Background: an optimization exercise with open tools, aiming at small area. Do not read the settings as production practice.
Function was not checked in any run shown here: the RTL went through the layout flow alone.
Power and IR drop assume default switching activity.

==> design/flow/design.v <==
module ker_mem_loader #(
  parameter int KER_NUM        = 3,
  parameter int KER_WIDTH      = 75,
  parameter int KER_ADDR_BITS  = 11,
  parameter int DRAM_DATA_BITS = 512,
  parameter int DRAM_ADDR_BITS = 29
) (
  input  logic                                i_clk,
  input  logic                                i_rst,
  input  logic                                i_start,
  input  logic [$clog2(KER_NUM)-1:0]          i_ker_sel,
  input  logic [KER_ADDR_BITS:0]              i_ker_height,
  input  logic [DRAM_ADDR_BITS-1:0]           i_dram_base,
  output logic                                o_busy,
  output logic                                o_done,
  output logic                                o_err,
  output logic                                o_dram_rd_req,
  output logic [DRAM_ADDR_BITS-1:0]           o_dram_rd_addr,
  output logic [KER_ADDR_BITS:0]              o_dram_rd_len,
  input  logic                                i_dram_rd_gnt,
  input  logic [DRAM_DATA_BITS-1:0]           i_dram_rd_data,
  input  logic                                i_dram_rd_valid,
  output logic                                o_dram_rd_ready,
  output logic [KER_NUM-1:0]                  o_ker_wr_en,
  output logic [KER_ADDR_BITS-1:0]            o_ker_wr_addr,
  output logic [KER_WIDTH-1:0]                o_ker_wr_data,
  output logic [KER_WIDTH-1:0]                o_ker_checksum
);
  localparam int WPB = DRAM_DATA_BITS / KER_WIDTH;    
  localparam int HW  = KER_ADDR_BITS + 1;             
  localparam int LW  = $clog2(((1 << KER_ADDR_BITS) + WPB - 1) / WPB + 1);   
  localparam int CW  = $clog2(WPB + 1);               
  localparam int SW  = $clog2(KER_NUM);
  logic                 r_req, r_stream, r_fin;
  logic [SW-1:0]        r_sel;
  logic [LW-1:0]        r_len;         
  logic [CW-1:0]        r_rem;         
  logic [CW-1:0]        r_cnt;         
  logic [KER_ADDR_BITS-1:0] r_addr;
  logic [KER_WIDTH-1:0] r_slot [WPB];
  logic                 r_rst_seen;    
  logic                 w_idle, w_wr, w_more, w_last, w_ready, w_acc, w_len_one;
  logic [HW:0]          w_len_full;
  logic [CW-1:0]        w_rem;
  logic [CW-1:0]        w_load_n;
  assign w_idle     = !(r_req | r_stream | r_fin);
  assign w_wr       = (r_cnt != '0);
  assign w_more     = (r_cnt > CW'(1));                
  assign w_len_one  = (r_len == LW'(1));
  assign w_last     = (r_cnt == CW'(1)) && (r_len == '0);
  assign w_ready    = r_stream && (r_len != '0) && !w_more;
  assign w_acc      = w_ready && i_dram_rd_valid;
  assign w_len_full = ({1'b0, i_ker_height} + (HW+1)'(WPB - 1)) / (HW+1)'(WPB);
  assign w_rem      = CW'((i_ker_height - HW'(1)) % HW'(WPB)) + CW'(1);
  assign w_load_n   = w_len_one ? r_rem : CW'(WPB);
  assign o_busy          = !w_idle;
  assign o_done          = r_fin;
  assign o_err           = r_fin && (int'(r_sel) >= KER_NUM);
  assign o_dram_rd_req   = r_req;
  assign o_dram_rd_addr  = r_slot[5][DRAM_ADDR_BITS-1:0];
  assign o_dram_rd_len   = HW'(r_len);
  assign o_dram_rd_ready = w_ready;
  assign o_ker_wr_en     = w_wr ? (KER_NUM'(1) << r_sel) : '0;
  assign o_ker_wr_addr   = r_addr;
  assign o_ker_wr_data   = r_slot[0];
  always_ff @(posedge i_clk or posedge i_rst) begin
    if (i_rst) begin
      r_req    <= 1'b0;
      r_stream <= 1'b0;
      r_fin    <= 1'b0;
      r_cnt    <= '0;
    end else begin
      r_fin <= 1'b0;
      if (w_idle) begin
        if (i_start) begin
          if (int'(i_ker_sel) >= KER_NUM || i_ker_height == '0) r_fin <= 1'b1;
          else                                                  r_req <= 1'b1;
        end
      end
      if (r_req && i_dram_rd_gnt) begin
        r_req    <= 1'b0;
        r_stream <= 1'b1;
      end
      if (w_wr && w_last) begin
        r_stream <= 1'b0;
        r_fin    <= 1'b1;
      end
      if (w_acc)     r_cnt <= w_load_n;
      else if (w_wr) r_cnt <= r_cnt - CW'(1);
    end
  end
  always_ff @(posedge i_clk) begin
    if (w_idle) begin
      r_sel  <= i_ker_sel;
      r_len  <= w_len_full[LW-1:0];
      r_rem  <= w_rem;
      r_addr <= '0;
    end else begin
      if (w_acc) r_len <= r_len - LW'(1);
      if (w_wr)  r_addr <= r_addr + KER_ADDR_BITS'(1);
    end
  end
  logic [KER_WIDTH-1:0] w_d [WPB];
  for (genvar k = 0; k < WPB; k++) begin : g_d
    assign w_d[k] = i_dram_rd_data[k*KER_WIDTH +: KER_WIDTH];
  end
  always_ff @(posedge i_clk) begin
    r_slot[5][DRAM_ADDR_BITS-1:0] <= w_idle ? i_dram_base :
                                     r_req  ? r_slot[5][DRAM_ADDR_BITS-1:0] :
                                              w_d[5][DRAM_ADDR_BITS-1:0];
    r_slot[5][KER_WIDTH-1:DRAM_ADDR_BITS] <= w_d[5][KER_WIDTH-1:DRAM_ADDR_BITS];
    r_slot[4] <= ~(({KER_WIDTH{w_acc}} | r_slot[5]) & ({KER_WIDTH{w_more}} | w_d[4]));
    r_slot[3] <= w_acc ? w_d[3] : ~r_slot[4];
    r_slot[2] <= ~(({KER_WIDTH{w_acc}} | r_slot[3]) & ({KER_WIDTH{w_more}} | w_d[2]));
    r_slot[1] <= w_acc ? w_d[1] : ~r_slot[2];
    r_slot[0] <= ({KER_WIDTH{w_acc}} & w_d[0]) | ({KER_WIDTH{w_more}} & r_slot[1]);
  end
  logic [KER_WIDTH-1:0] r_csum;
  always_ff @(posedge i_clk or posedge i_rst) begin
    if (i_rst)                                 r_rst_seen <= 1'b1;
    else                                       r_rst_seen <= 1'b0;
  end
  always_ff @(posedge i_clk or posedge i_rst) begin
    if (i_rst)                                r_csum <= '0;
    else if ((w_idle && i_start) || r_rst_seen) r_csum <= '0;
    else                                      r_csum <= r_csum ^ r_slot[0];
  end
  assign o_ker_checksum = r_csum;
endmodule
==> design/flow/run.sh <==
#!/bin/bash
# synth_recipe.tcl (not shown) runs the flow's synth.tcl, then flattens the netlist and writes it again
# the make line also repeats each setting of config.mk as NAME=value (left out here)
make -C /OpenROAD-flow-scripts/flow DESIGN_CONFIG=/design/flow/config.mk WORK_HOME=/design/flow/orfs CLKGATE_MAP_FILE= SYNTH_SCRIPT=/design/flow/synth_recipe.tcl finish
==> design/flow/config.mk <==
export PLATFORM = sky130hd
export DESIGN_NAME = ker_mem_loader
export DESIGN_NICKNAME = ker_mem_loader
export VERILOG_FILES = /design/flow/design.v
export SDC_FILE = /design/flow/constraint.sdc
export NUM_CORES = 4
export LEC_CHECK = 0
export ABC_AREA = 1
export CAP_MARGIN = 20
export CORE_MARGIN = 2
export CORE_UTILIZATION = 40
export SLEW_MARGIN = 20
==> design/flow/constraint.sdc <==
create_clock -name core_clock -period 6.0 [get_ports {i_clk}]
set_input_delay 1.2000 -clock core_clock [delete_from_list [all_inputs] [get_ports {i_clk}]]
set_output_delay 1.2000 -clock core_clock [all_outputs]
set_load 0.01 [all_outputs]
==> flow_summary_export.csv, run 1 <==
group,metric,value,unit
outcome,outcome,"finished clean",
synth,ys.warnings.count,3,
worst_setup_path,path_class,"primary input to register",
clocking,cts_resized,0,
power,leakage,11.4,nW
synth,yosysSeqAreaShare,63.1,%
floorplanning,dieWidth,222,um
timing,worst_pin_slew,1.12,ns
timing,hold_viol,0,
run,cap_violations,0,
worst_setup_path,cp_slowest_stage_delay,0.50,ns
worst_setup_path,start_kind,"primary input",
drt,via_per_inst,4.85,
synth,synth_largest_area_cell,"dfxtp_1",
grt,grt-ovfl-total,0,
timing,slew_violations,0,
final_layout,finalNonFillerCells,3189,
synth,syn_area,19000,um2
floorplanning,coreArea,46800,um2
drt,antenna_left,0,
drt,drt-total-wl,69.2,mm
min_path,worstHoldPathType,"register to register",
clocking,clock_latency,0.62,ns
drt,dr_total_vias,15500,
synth,synth_edf_count,43,
drt,drc,0,
place,dp_hpwl,52.8,mm
worst_setup_path,cp_common_cell,"nand2_1",
grt,grt_pass1_vias,15200,
floorplanning,io_pins,770,
clocking,cts_setup_buffers,0,
final_layout,nNetsFinal,3099,
floorplanning,die_area,49300,um2
clocking,clk_pin_slew,0.06,ns
timing,holdWs,0.411,ns
synth,ys_ff_latch,557,
timing,relSlewSlack,25.6,%
timing,timing.fmax,197,MHz
grt,antenna_found_initial,13,
synth,synth_cells,1888,
drt,drtPass1Iterations,5,
worst_setup_path,worstPathMaxFanout,5,
clocking,cts_root_buf,"clkbuf_16",
grt,grt_pass1_wl,100,mm
place,io_buffer_count,704,
synth,synthArstFlopShare,14.7,%
timing,rsz0062_at_grt,"false",
drt,drt_iter0_drc,867,
timing,fin_crit_sh,84.4,%
synth,synth_ff_type,"dfxtp_1",
place,place_congestion,0.951,
floorplanning,rows,79,
power,vdd_drop_max,0.000288,V
final_layout,drive_above_1_share,6.33,%
worst_setup_path,cp_slowest_cell,"clkdlybuf4s50_1",
clocking,cts_max_level,2,
synth,synth_area_per_cell,10.1,um2
final_layout,areaGrowthSynthToFinish,48.4,%
timing,finalClockSkew,0.0175,ns
worst_setup_path,cp_data_required_time,6.37,ns
clocking,cts_buffers,57,
place,dp.cells,3075,
timing,setup_viol,0,
floorplanning,initial_utilization,40.7,%
floorplanning,die_h,222,um
clocking,cts_tree,"yes",
drt,post_drt_wl_per_cell,21.7,um
synth,ys_types,44,
clocking,cts_num_sinks,557,
worst_setup_path,end_kind,"register",
timing,final.setup.tns,0,ns
synth,synth_most_common_cell,"dfxtp_1",
synth,synth_area_leaders,"dfxtp_1 (45%), dfrtp_1 (11%), nand2_1 (7.1%)",
timing,post-route-min-period,5.06,ns
synth,synthTopCellsByCount,"dfxtp_1 (432), nand2_1 (362), o21ai_0 (162), o22ai_1 (150), nor2_1 (117)",
grt,grtUsageTotal,27.3,%
grt,grt_max_degree,164,
power,power.density,518,nW/um2
worst_setup_path,arrival,5.44,ns
clocking,max-clock-path-buffers,3,
clocking,cts_hold_buf,0,
synth,post-synth-top-area-fraction,45.5,%
-- final timing paths --
path / from / endpoint / slack [ns] / cells after the start
worst max-delay path: i_ker_height[1] / r_rem[2] / 0.94 / 34
worst min-delay path: r_slot[2][74] / r_slot[1][74] / 0.41 / 1
worst max register to register: r_len[0] / r_slot[1][53] / 3.02 / 9
worst min register to register: r_slot[2][74] / r_slot[1][74] / 0.41 / 1
max in group asynchronous: i_rst / r_csum[48] / 3.92 / 3
min in group asynchronous: i_rst / r_csum[37] / 1.05 / 2
-- worst max-delay path: cells and delay by family --
kind / cells / cell delay, ns
buf+inv: 7 / 0.90
xor+xnor: 1 / 0.27
simple gates: 20 / 1.90
compound gates: 4 / 0.65
fa+ha+maj: 2 / 0.51
-- report_power, final --
| group | switching, mW | internal, mW | total, mW | leakage [nW] |
|---|---|---|---|---|
| clock network | 1.47 | 2.07 | 3.54 | 0.934 |
| registers | 0.711 | 5.47 | 6.19 | 5.14 |
| logic | 2.44 | 2.46 | 4.90 | 5.34 |
-- flip-flops by register name, indices dropped and copies added, names as in the netlist --
register / flops
r_csum: 75
r_cnt: 3
r_rst_seen: 1
r_fin: 1
r_slot: 450
r_rem: 3
r_len: 9
r_req: 1
r_addr: 11
r_stream: 1
r_sel: 2
-- metal layers --
layer	GRT usage [%]	vias to the layer above	part of all wire, %
li1	-	7607	-
met1	30.6	7184	38
met2	48.7	564	50
met3	10.6	88	9.4
met4	6.45	14	2.2
met5	0	-	0.13
-- stage by stage --
step	utilization [%]	cell area (um2)	power, mW	setup slack (ns)
after floorplan	-	19000	8.63	1.52
after global placement	56.3	26300	11.1	0.635
after detailed placement	56.3	26300	11.2	0.405
after CTS	60.3	28200	14.7	1.06
after global routing	60.4	28200	15.4	0.578
final	60.4	28200	14.6	0.935
-- placed cells by master (no fill, tap or decap), types with 3 or more instances in the layout --
cell               n
ha_1              12
nor3_1            13
nand2_1          361
inv_2             11
a31oi_1            5
nand2_2           16
nand3_1           35
o21ai_2            4
clkbuf_1          22
o21bai_2           3
dfxtp_1          432
diode_2            6
a21oi_1           20
clkbuf_16         59
conb_1             4
nand3_2            9
o22ai_1          150
and3_1             3
inv_1             65
o21ai_1            7
clkdlybuf4s50_1  704
inv_4              3
dfrtp_1           81
clkbuf_8          17
xnor2_1           79
edfxtp_1          43
o21ai_0          162
clkinv_2           5
nor2_4             3
xor2_1            11
buf_4             10
nand4_1            7
a22o_1            75
nor2_2             6
nor2_1           117
-- kinds of logic (layout without fill, tap and decap cells) --
kind of cell | after synthesis | count (layout) | synth area share (%)
flip-flops | 557 | 557 | 63.1
other | 1 | 10 | 0.0197
adder cells (fa/ha/maj) | 12 | 12 | 0.789
AND/OR/NAND/NOR | 578 | 578 | 12.8
XOR/XNOR | 91 | 91 | 4.23
buffers and inverters | 219 | 904 | 5.08
AO/OA/AOI/OAI | 430 | 430 | 14.1
-- layout make-up --
class                           count  area, um2
Clock buffer                       98       1790
Clock inverter                     10        106
Sequential cell                   557      12000
Fill cell                        4057      18500
Timing Repair Buffer              716       7160
Multi-Input combinational cell   1115       6080
Antenna cell                        6       15.0
Tap cell                          607        759
Inverter                           80        318
==> run 2: changes to the inputs <==
--- a/design/flow/design.v
+++ b/design/flow/design.v
@@ -50,9 +50,20 @@
   assign w_last     = (r_cnt == CW'(1)) && (r_len == '0);
   assign w_ready    = r_stream && (r_len != '0) && !w_more;
   assign w_acc      = w_ready && i_dram_rd_valid;
-  assign w_len_full = ({1'b0, i_ker_height} + (HW+1)'(WPB - 1)) / (HW+1)'(WPB);
-  assign w_rem      = CW'((i_ker_height - HW'(1)) % HW'(WPB)) + CW'(1);
-  assign w_load_n   = w_len_one ? r_rem : CW'(WPB);
+  assign w_load_n   = (w_len_one && r_rem != '0) ? r_rem : CW'(WPB);
+  always_comb begin
+    logic [1:0] r;
+    logic [2:0] t;
+    logic [HW-2:0] q;
+    r = '0;
+    for (int i = HW - 1; i >= 1; i--) begin
+      t        = {r, i_ker_height[i]};
+      q[i-1]   = (t >= 3'd3);
+      r        = q[i-1] ? 2'(t - 3'd3) : t[1:0];
+    end
+    w_rem      = {r, i_ker_height[0]};
+    w_len_full = (HW+1)'(q) + (HW+1)'(w_rem != '0);
+  end
   assign o_busy          = !w_idle;
   assign o_done          = r_fin;
   assign o_err           = r_fin && (int'(r_sel) >= KER_NUM);
==> design/flow/flow/run.sh (new file) <==
#!/bin/bash
# Layout: the standard flow, with plain buf_1 cells as the port buffers.
set -euo pipefail
export BUFFER_PORTS_ARGS="-buffer_cell sky130_fd_sc_hd__buf_1"
bash standard.sh > standard_flow.log 2>&1
==> design/flow/standard.sh (new file) <==
#!/bin/bash
# synth_recipe.tcl (not shown) runs the flow's synth.tcl, then flattens the netlist and writes it again
# the make line also repeats each setting of config.mk as NAME=value (left out here)
make -C /OpenROAD-flow-scripts/flow DESIGN_CONFIG=/design/flow/config.mk WORK_HOME=/design/flow/orfs CLKGATE_MAP_FILE= SYNTH_SCRIPT=/design/flow/synth_recipe.tcl "${@:-finish}"
removed: design/flow/run.sh
==> run 2 against run 1 <==
Now fails the layout checks on setup timing. Flip-flop and latch count stayed put. Critical path depth increased by 31. Area after synthesis down 2.1%. Worst hold slack improved by 0.0029 ns. Die area down 2.1%. Utilization decreased by 7.7 points. Cell count decreased by 0.75%. Critical path type unchanged. Highest routed layer unchanged.
==> flow_summary_export.csv, run 2 <==
group,metric,value,unit
synth,synthTopCellsByCount,"dfxtp_1 (432), nand2_1 (303), o21ai_0 (170), o22ai_1 (150), nor2_1 (105)",
power,vdd_drop_max,0.000334,V
final_layout,final_common_cell,"buf_1",
synth,post-synth-top-area-fraction,46.4,%
floorplanning,initial_utilization,40.2,%
final_layout,largest_register,"r_slot",
drt,drt_iter0_drc,734,
timing,fin_ws,-0.657,ns
grt,grtUsageTotal,24.0,%
clocking,cts_root_buf,"clkbuf_16",
clocking,cts_tree,"yes",
synth,synth_area_leaders,"dfxtp_1 (46%), dfrtp_1 (11%), edfxtp_1 (6.9%)",
timing,post-route-min-period,6.66,ns
outcome,violations,"setup timing",
place,io_buffer_count,704,
synth,synth_edf_count,43,
place,preCtsSetupSlack,-1.56,ns
floorplanning,rows,79,
clocking,cts_hold_buf,0,
place,place_congestion,0.893,
final_layout,largest_reg_flops,450,
drt,drt-total-wl,61.2,mm
timing,setup_viol,9,
power,power.density,577,nW/um2
drt,antenna_left,0,
final_layout,final_cell_mix,"buf_1 (704), dfxtp_1 (432), nand2_1 (289), o21ai_0 (164), o22ai_1 (150)",
floorplanning,io_pins,770,
worst_setup_path,cp_data_required_time,6.34,ns
drt,drtPass1Iterations,5,
clocking,clock_latency,0.61,ns
grt,grt_pass1_vias,15000,
clocking,clk_pin_slew,0.06,ns
outcome,outcome,"finished with violations",
drt,post_drt_wl_per_cell,19.3,um
worst_setup_path,cp_slowest_cell,"o21bai_4",
worst_setup_path,path_class,"primary input to register",
floorplanning,coreArea,46300,um2
timing,rsz0062_at_grt,"true",
synth,synth_area_per_cell,10.5,um2
final_layout,nNetsFinal,3082,
synth,synth_cells,1778,
worst_setup_path,r2r_cells,11,
timing,final.setup.tns,-4.56,ns
final_layout,final_util,52.7,%
drt,drc,0,
worst_setup_path,regToRegStartpoint,"r_len[0]",
drt,dr_total_vias,15400,
min_path,hold_start,"r_slot[3][8]",
synth,syn_area,18600,um2
grt,antenna_found_initial,7,
clocking,max-clock-path-buffers,3,
power,total_power,14.1,mW
min_path,min_to,"r_slot[2][8]",
place,postPlaceCellArea,22200,um2
timing,timing.fmax,150,MHz
final_layout,fillers,4289,
final_layout,areaGrowthSynthToFinish,30.8,%
synth,synth_ff_type,"dfxtp_1",
worst_setup_path,end_kind,"register",
min_path,hold_depth,1,
grt,grt_pass1_wl,87.3,mm
run,cap_violations,0,
worst_setup_path,worst-r2r-setup-slack,2.65,ns
final_layout,final_area,24400,um2
worst_setup_path,arrival,7.00,ns
timing,hold_viol,0,
synth,yosysSeqAreaShare,64.4,%
worst_setup_path,r2r-end,"r_slot[1][23]",
timing,slew_violations,0,
final_layout,drive_above_1_share,11.4,%
grt,grt_max_degree,175,
grt,grt-ovfl-total,0,
final_layout,largestRegisters,"r_slot x450, r_csum x75, r_addr x11",
drt,via_per_inst,4.86,
floorplanning,dieWidth,220,um
clocking,cts_num_sinks,557,
clocking,cts_buffers,55,
worst_setup_path,cp_common_cell,"nand2_2",
floorplanning,die_h,220,um
timing,relSlewSlack,28.4,%
synth,ys.warnings.count,3,
synth,synthArstFlopShare,14.7,%
timing,finalClockSkew,0.0196,ns
clocking,cts_max_level,2,
timing,worst_pin_slew,1.07,ns
worst_setup_path,worstPathMaxFanout,3,
floorplanning,die_area,48300,um2
min_path,worstHoldPathType,"register to register",
synth,synth_most_common_cell,"dfxtp_1",
place,dp_hpwl,46.5,mm
power,leakage,9.73,nW
worst_setup_path,cp_slowest_stage_delay,0.18,ns
synth,ys_ff_latch,557,
synth,ys_types,46,
worst_setup_path,start_kind,"primary input",
timing,fin_crit_sh,111,%
synth,synth_largest_area_cell,"dfxtp_1",
[run 2: changes by cell type in the layout (fill, tap and decap cells not counted), moves of 11 or more]
cell / before / now
buf_1: 0 / 704
clkdlybuf4s50_1: 704 / 0
buf_4: 10 / 85
nand2_1: 361 / 289
nand3_1: 35 / 12
inv_1: 65 / 48
nor2_1: 117 / 100
nand2_2: 16 / 29
ha_4: 0 / 11
nand2_4: 2 / 13
[run 2: report_power, final]
group / switching (mW) / internal [mW] / leakage [nW]
combinational: 2.58 / 1.85 / 3.70
clock: 1.45 / 1.97 / 0.897
sequential: 0.755 / 5.45 / 5.13
[run 2: logic make-up (layout without fill, tap and decap cells)]
logic type               count (synthesis)  in the layout  share of synthesized area [%]
AO/OA/AOI/OAI                          429            429                           14.3
flip-flops                             557            557                           64.4
adder cells (fa/ha/maj)                 17             17                           1.14
other                                    1             10                         0.0201
buffers and inverters                  199            970                           4.66
XOR/XNOR                                82             82                           3.86
AND/OR/NAND/NOR                        493            493                           11.6
[run 2: metrics by stage]
step | cells | hold WS [ns]
floorplan | 1781 | 0.402
global placement | 3029 | 0.406
detailed placement | 3029 | 0.407
CTS | 3151 | 0.415
global route | 3163 | 0.428
finish | 3165 | 0.414
[run 2: critical path, delay by kind of cell]
kind,cells,cell delay [ns]
compound gates,3,0.40
xor+xnor,1,0.16
fa+ha+maj,11,1.76
buf+inv,18,1.16
simple gates,32,2.29
[run 2: area by class of cell]
class	count	area (um2)	share of cell area, %
Sequential cell	557	12000	49.2
Tap cell	607	759	3.12
Clock inverter	13	91.3	0.375
Timing Repair Buffer	798	3390	13.9
Multi-Input combinational cell	1025	6090	25.0
Inverter	68	292	1.20
Antenna cell	6	15.0	0.0616
Clock buffer	91	1730	7.09
[run 2: timing repair]
item,4_1_cts,5_1_grt
setup buffers,18,9
setup endpoints to repair,11,11
pin swaps,31,3
gates resized for setup,26,12
[run 2: worst max-delay path by stage]
stage | start | endpoint | slack (ns) | depth (start not counted)
final | i_ker_height[10] | r_len[8] | -0.66 | 65
after global routing | i_ker_height[10] | r_len[8] | -1.07 | 65
after CTS | i_ker_height[10] | r_len[8] | -0.51 | 64
after detailed placement | i_ker_height[10] | r_len[6] | -1.56 | 65
after global placement | i_ker_height[10] | r_len[8] | -1.22 | 64
after floorplan | i_ker_height[10] | r_len[8] | -1.00 | 63
[run 2: per-layer routing]
| metal | up-vias | GRT usage [%] | wire length, um |
|---|---|---|---|
| met5 | - | 0 | 38 |
| met4 | 6 | 12.7 | 2990 |
| met3 | 128 | 6.16 | 4530 |
| met2 | 572 | 42.1 | 30800 |
| met1 | 7212 | 26.7 | 22900 |
| li1 | 7465 | - | - |
==> run 3: changes to the inputs <==
--- a/design/flow/config.mk
+++ b/design/flow/config.mk
@@ -9,4 +9,5 @@
 export CAP_MARGIN = 20
 export CORE_MARGIN = 2
 export CORE_UTILIZATION = 40
+export CTS_BUF_LIST = sky130_fd_sc_hd__clkbuf_4
 export SLEW_MARGIN = 20
==> run 3 against run 2 <==
Still fails the layout checks on setup timing. Register-to-register slack improved by 0.04 ns. Combinational power is essentially flat. Critical path depth is 1 lower. Largest power group unchanged.
==> flow_summary_export.csv, run 3 <==
group,metric,value,unit
clocking,clk_pin_slew,0.07,ns
worst_setup_path,cp_common_cell,"nand2_2",
grt,antenna_found_initial,9,
worst_setup_path,arrival,7.04,ns
synth,synth_cells,1778,
timing,rsz0062_at_grt,"true",
synth,ys.warnings.count,3,
drt,drt-total-wl,62.7,mm
grt,gr-usage-met2,42.6,%
timing,post-route-min-period,6.35,ns
timing,relSlewSlack,28.4,%
timing,hold_viol,0,
outcome,violations,"setup timing",
synth,ys_ff_latch,557,
final_layout,nNetsFinal,3171,
grt,grt_pass1_vias,15800,
worst_setup_path,worst-r2r-setup-slack,2.69,ns
clocking,clock_latency,0.99,ns
final_layout,drive_above_1_share,16.8,%
outcome,outcome,"finished with violations",
worst_setup_path,worstPathMaxFanout,3,
final_layout,areaGrowthSynthToFinish,31.7,%
worst_setup_path,cp_data_required_time,6.68,ns
place,place_congestion,0.893,
synth,post-synth-top-area-fraction,46.4,%
drt,via_per_inst,4.79,
final_layout,largest_reg_flops,450,
clocking,cts_hold_buf,0,
drt,drc,0,
floorplanning,die_area,48300,um2
timing,worst_pin_slew,1.07,ns
final_layout,final_util,53.0,%
synth,yosysSeqAreaShare,64.4,%
worst_setup_path,path_class,"primary input to register",
grt,grt-ovfl-total,0,
floorplanning,io_pins,770,
synth,synth_edf_count,43,
synth,synth_area_per_cell,10.5,um2
power,total_power,14.1,mW
power,leakage,10.0,nW
grt,globalRoute.busiestLayer,"met2",
synth,synthArstFlopShare,14.7,%
clocking,cts_max_level,4,
timing,slew_violations,0,
synth,synth_ff_type,"dfxtp_1",
clocking,cts_num_sinks,557,
grt,grt_pass1_wl,89.3,mm
min_path,worstHoldPathType,"primary input to register",
grt,use_met1,26.1,%
drt,antenna_left,0,
run,cap_violations,0,
place,dp_hpwl,46.5,mm
drt,drtPass1Iterations,5,
clocking,cts_buffers,147,
final_layout,final_common_cell,"buf_1",
grt,grt_use_met3,8.90,%
drt,post_drt_wl_per_cell,18.8,um
drt,drt_iter0_drc,825,
clocking,cts_root_buf,"clkbuf_4",
grt,grtUsageTotal,24.9,%
timing,fin_ws,-0.353,ns
floorplanning,rows,79,
final_layout,final_cell_mix,"buf_1 (704), dfxtp_1 (432), nand2_1 (289), clkbuf_4 (238), o21ai_0 (164)",
synth,synth_largest_area_cell,"dfxtp_1",
floorplanning,dieWidth,220,um
worst_setup_path,end_kind,"register",
timing,finalClockSkew,0.0642,ns
final_layout,largest_register,"r_slot",
synth,syn_area,18600,um2
floorplanning,initial_utilization,40.2,%
clocking,cts_tree,"yes",
floorplanning,die_h,220,um
place,io_buffer_count,704,
drt,dr_total_vias,16000,
grt,grt_max_degree,175,
timing,timing.fmax,157,MHz
synth,synthTopCellsByCount,"dfxtp_1 (432), nand2_1 (303), o21ai_0 (170), o22ai_1 (150), nor2_1 (105)",
final_layout,largestRegisters,"r_slot x450, r_csum x75, r_addr x11",
timing,fin_crit_sh,106,%
synth,synth_most_common_cell,"dfxtp_1",
synth,ys_types,46,
worst_setup_path,cp_slowest_stage_delay,0.18,ns
floorplanning,coreArea,46300,um2
worst_setup_path,cp_slowest_cell,"ha_4",
worst_setup_path,start_kind,"primary input",
power,vdd_drop_max,0.000290,V
clocking,max-clock-path-buffers,3,
timing,setup_viol,8,
power,power.density,574,nW/um2
final_layout,fillers,4367,
synth,synth_area_leaders,"dfxtp_1 (46%), dfrtp_1 (11%), edfxtp_1 (6.9%)",
## run 3: cell counts after synthesis
No cell type changed its count.
## run 3: logic make-up after synthesis
logic type / after synthesis / share of synthesized area (%)
simple gates: 493 / 11.6
xor+xnor: 82 / 3.86
flops: 557 / 64.4
fa+ha+maj: 17 / 1.14
compound gates: 429 / 14.3
other cells: 1 / 0.0201
buf+inv: 199 / 4.66
## run 3: through the flow
step,cells,hold WS [ns],setup TNS (ns),worst slack (ns),area [um2]
finish,3334,0.298,-1.61,-0.353,24500
global route,3328,0.193,-3.58,-0.615,24500
CTS,3310,0.158,-0.0960,-0.0619,24400
detailed placement,3029,0.407,-13.01,-1.56,22200
global placement,3029,0.406,-9.52,-1.22,22200
floorplan,1781,0.402,-6.55,-1.00,18800
## run 3: worst paths after layout
check	endpoint	from	cells past startpoint
max	r_len[6]	i_ker_height[10]	64
min	r_slot[5][59]	i_dram_rd_data[434]	1
max reg2reg	r_slot[4][54]	r_len[0]	11
min reg2reg	r_slot[3][48]	r_slot[4][48]	1
max in group asynchronous	r_cnt[0]	i_rst	3
min in group asynchronous	r_csum[41]	i_rst	2
## run 3: power by group
| part | internal [mW] | switching, mW | total, mW |
|---|---|---|---|
| registers | 5.44 | 0.757 | 6.20 |
| clock network | 1.89 | 1.56 | 3.46 |
| logic | 1.82 | 2.60 | 4.42 |
## run 3: final cells by class
cell class | count | area (um2) | share of cell area [%]
Antenna cell | 14 | 35.0 | 0.143
Timing Repair Buffer | 795 | 3350 | 13.7
Sequential cell | 557 | 12000 | 48.9
Inverter | 68 | 292 | 1.19
Tap cell | 607 | 759 | 3.10
Clock inverter | 30 | 210 | 0.857
Multi-Input combinational cell | 1025 | 6090 | 24.8
Clock buffer | 238 | 1790 | 7.29
## run 3: worst max-delay path: cells and delay by family
kind,cells,cell delay (ns)
AND/OR/NAND/NOR,31,2.39
adder cells (fa/ha/maj),11,1.71
buffers and inverters,18,1.21
XOR/XNOR,1,0.14
AO/OA/AOI/OAI,3,0.38
## run 3: routing by layer
metal | vias to the layer above | share of wire [%]
met3 | 146 | 7.7
met2 | 620 | 50
met1 | 7441 | 37
met5 | - | 0.099
met4 | 8 | 5.0
li1 | 7758 | -
## run 3: repair_timing
action                     4_1_cts  5_1_grt
setup endpoints to repair        8        9
setup buffers                   13       10
pin swaps                       24        5
resized for setup               22        9

-- separate check: timing with driven ports --
The flow's constraints put no driver on any port. The routed layouts listed below were extracted and timed again, unchanged, in two steps.
Step 1 (the two cells are an assumption about what drives the block):
set clk [get_ports {i_clk}]
set_driving_cell -lib_cell sky130_fd_sc_hd__clkbuf_16 $clk
set_driving_cell -lib_cell sky130_fd_sc_hd__buf_2 [delete_from_list [all_inputs] $clk]
Step 2 also shifts input and output timing later by t, the mid clock arrival at the registers, as if the neighbouring blocks saw the same clock.
Three values: ideal, step 1, step 2; two values: the first two.
run | t, ns | setup slack, ns | worst hold slack (ns) | worst setup path at the end | cell pins on the clock port's net
run 1 | 0.666 | 0.935 / 0.967 / 0.301 | 0.411 / 0.411 / 0.411 | input to register | 1
run 2 | 0.653 | -0.657 / -0.630 / -1.283 | 0.414 / 0.414 / 0.414 | input to register | 1
run 3 | 1.008 | -0.353 / -0.330 / -1.338 | 0.298 / 0.279 / 0.389 | input to register | 1
For run 3, which loses most, drivers alone change the setup slack by +0.023 ns; drivers and shift together by -0.985 ns.
